From an optimization exercise on the open Yosys and OpenROAD flow, aimed at small area, a short achievable clock period and few clock cycles; shortcuts taken in it are not production practice.
Function was checked by simulation only, so behaviour that the tests miss may differ from the original.
Power and IR drop assume default switching activity.

==> flow/design.v (excerpt) <==
module alu_multiciclo
#(
    parameter int LARGURA = 32
) (
    input  logic               clock,
    input  logic               reset,
    input  logic               inicio,
    input  logic [4:0]         controle,
    input  logic [LARGURA-1:0] a,
    input  logic [LARGURA-1:0] b,
    output logic [LARGURA-1:0] saida,
    output logic               zero,
    output logic               overflow,
    output logic [LARGURA-1:0] hi,
    output logic [LARGURA-1:0] lo,
    output logic               ocupado,
    output logic               pronto
);
    logic [alu_pkg::NST-1:0] st_q, st_d;   
    logic        sgn_q;       
    logic        negq_q;      
    logic        negr_q;      
    logic        negb_q;      
    logic        swap_q;      
    logic [31:0] hi_q, lo_q;
    logic [32:0] m_q;         
    logic [35:0] qr_q;        
    logic [4:0]  cnt_q;       
    logic [31:0] saida_q;
    logic        ovf_q;
    logic        pronto_q;
    logic idle, emite, op_md, e_md, e_sc;
    logic s_mit, s_dit, s_mset, s_dset, s_nega, s_negb, s_fixr, s_fixq;
    assign idle   = st_q[alu_pkg::S_IDLE];
    assign s_mit  = st_q[alu_pkg::S_MIT];
    assign s_dit  = st_q[alu_pkg::S_DIT];
  ...
Size in the first run: about 4000 cells after synthesis, ~170 I/O pins.
==> flow/config.mk <==
export PLATFORM = sky130hd
export DESIGN_NAME = alu_multiciclo
export DESIGN_NICKNAME = alu_multiciclo
export VERILOG_FILES = /design/flow/design.v
export SDC_FILE = /design/flow/constraint.sdc
export NUM_CORES = 4
export LEC_CHECK = 0
export ABC_AREA = 1
export CAP_MARGIN = 20
export CORE_MARGIN = 2
export CORE_UTILIZATION = 40
export SETUP_SLACK_MARGIN = 1.0
export SLEW_MARGIN = 20
==> flow/constraint.sdc <==
create_clock -name core_clock -period 8.0 [get_ports {clock}]
set_input_delay 1.6000 -clock core_clock [delete_from_list [all_inputs] [get_ports {clock}]]
set_output_delay 1.6000 -clock core_clock [all_outputs]
set_load 0.01 [all_outputs]
run.sh (not shown) runs the stock make flow with config.mk's settings and CLKGATE_MAP_FILE= SYNTH_SCRIPT=/design/flow/synth_recipe.tcl, a recipe that flattens the netlist after the stock synthesis.
The first run passed the timing, design-rule and antenna checks.
Testbench counts at the start, summed over its fixed seeds: cycles 9,971.
Change:
- SETUP_SLACK_MARGIN: 1.0 -> 3.0
=>
- worst setup slack improves by 1200 ps
- register-to-register slack improves by 1200 ps
- area after synthesis is unchanged
- routed wire length rises slightly
- first-iteration DRC count rises by roughly a tenth
- die area stays the same
- worst hold slack degrades by 3.8 ps
- non-clock buffer count rises by 210


alu_multiciclo again, from the RTL that the note above started with.
clock: 8.0 ns
lec_check: 0
abc_area: 1
cap_margin: 20
core_margin: 2
core_utilization: 40
setup_slack_margin: 2.5
slew_margin: 20
The baseline finished with timing, DRC and antenna clean.
Testbench counts at the start, summed over its fixed seeds: cycles 9,971.
Next try:
--- a/flow/config.mk
+++ b/flow/config.mk
@@ -11,3 +11,3 @@
 export CORE_UTILIZATION = 40
-export SETUP_SLACK_MARGIN = 2.5
+export SETUP_SLACK_MARGIN = 1.5
 export SLEW_MARGIN = 20
Sequential share of layout area rose by 1.4 points.
Flip-flop and latch count does not change.
Via count fell by 3.2%.
Worst setup slack got worse by 0.75 ns.


== exp/violet ==
alu_multiciclo, a different RTL version from the one above (not shown whole).
For scale: ~4100 cells after synthesis, roughly 190 flip-flops, roughly 170 I/O pins, about 25000 sq um of cells after synthesis.
Settings: LEC_CHECK=0, ABC_AREA=1, CAP_MARGIN=20, CORE_MARGIN=2, CORE_UTILIZATION=40, SETUP_SLACK_MARGIN=2.0, SLEW_MARGIN=20; clock period 8.0 ns.
Every stage of the flow completed for exp/violet, and the final layout passed the timing, design-rule and antenna checks.
Testbench counts of exp/violet, summed over its fixed seeds: cycles 9,391.
Relative to exp/violet, the following input files were edited for exp/raven:
Settings: SETUP_SLACK_MARGIN changed from 2.0 to 2.25; CORE_UTILIZATION changed from 40 to 45.
==> comparison <==
exp/violet vs exp/raven, first element of the critical path: controle[0] vs st_q[6]. Wire: exp/raven routes more than exp/violet. Cmp exp/violet and exp/raven / total length of routed met3 wires / higher: exp/raven. The global routing's busiest layer comes out met1 in one run and met2 in the other, namely in exp/raven and exp/violet respectively. Going from exp/violet to exp/raven, layout overhead on the synthesized area rose 3.3 points, part of the total power dissipated in sequential elements fell 0.4 points, clock buffer count fell 1, overall power of the completed layout rose 2.9%, count of cell instances traversed by the critical path rose 20.
Inputs modified between exp/raven and exp/cedar:
Settings: changing SETUP_SLACK_MARGIN from 2.25 to 2.5; changing CORE_UTILIZATION from 45 to 40.
[summary]
Changes observed in exp/cedar relative to exp/raven: overall die area went up, combinational share of power +0.6 points, final area went up, clock tree skew after final layout flat, post-synthesis to final-layout area growth increased 2.3 points.
For exp/onyx, these inputs were changed with respect to exp/cedar:
Settings: changing CORE_UTILIZATION from 40 to 35; changing SETUP_SLACK_MARGIN from 2.5 to 2.0.
Notes after the runs:
- Total power of exp/onyx is higher than that of exp/cedar.
- Compared with exp/cedar, exp/onyx shows a higher period utilization.
- Sort exp/cedar and exp/onyx by count of cells along the worst register-to-register path, ascending, and exp/onyx comes first.
- Post-detailed-route via-to-cell ratio: exp/onyx vs exp/cedar down about 4%
- Against exp/cedar as the reference, exp/onyx delivers a lower post-route cell area.
- Initial antenna violation count: exp/cedar and exp/onyx compared, lower one is exp/cedar
- Diff exp/cedar -> exp/onyx | die area | increase of about 14%
- exp/onyx ended up with a higher final cell count without fillers than exp/cedar did.
- In terms of latest clock arrival within the worst-skew pair, exp/cedar and exp/onyx differ only marginally.
- Going from exp/cedar to exp/onyx, post-synthesis adder-cell area fraction level, worst setup slack went down by 0.43 ns.

separate check: timing with driven ports:
The flow's constraints put no driver on any port. The routed layouts listed below were extracted and timed again, unchanged, in two steps.
Step 1, drivers: a clkbuf_16 drives clock and a buf_2 each remaining input, both assumed.
Step 2 moves the port delays by t, midway between the first and last clock arrival at a register: inputs arrive t later, outputs are due t later. That takes back most of the time a late clock gives input paths.
a / b / c = ideal ports / drivers / drivers and shift; a / b = the first two.
| run | t (ns) | setup slack, ns | worst register clock-pin slew, ns |
|---|---|---|---|
| the first run of note 1 | 0.595 | 1.421 / 1.430 / 0.866 | 0.11 / 0.11 |
| the second run of note 1 | 0.569 | 2.608 / 2.608 / 2.505 | 0.09 / 0.09 |
| the first run of note 2 | 0.595 | 2.461 / 2.461 / 2.001 | 0.11 / 0.11 |
| the second run of note 2 | 0.595 | 1.716 / 1.756 / 1.161 | 0.11 / 0.11 |
| exp/violet | 0.584 | 2.105 / 2.151 / 1.567 | 0.10 / 0.10 |
| exp/raven | 0.583 | 2.086 / 2.086 / 1.643 | 0.09 / 0.09 |
| exp/cedar | 0.585 | 2.436 / 2.476 / 1.891 | 0.10 / 0.10 |
| exp/onyx | 0.589 | 2.007 / 2.037 / 1.447 | 0.10 / 0.10 |
After both steps every run listed still meets setup and hold. The setup slack of exp/onyx, which loses most, moves by +0.030 ns with the drivers and by -0.560 ns with both steps.
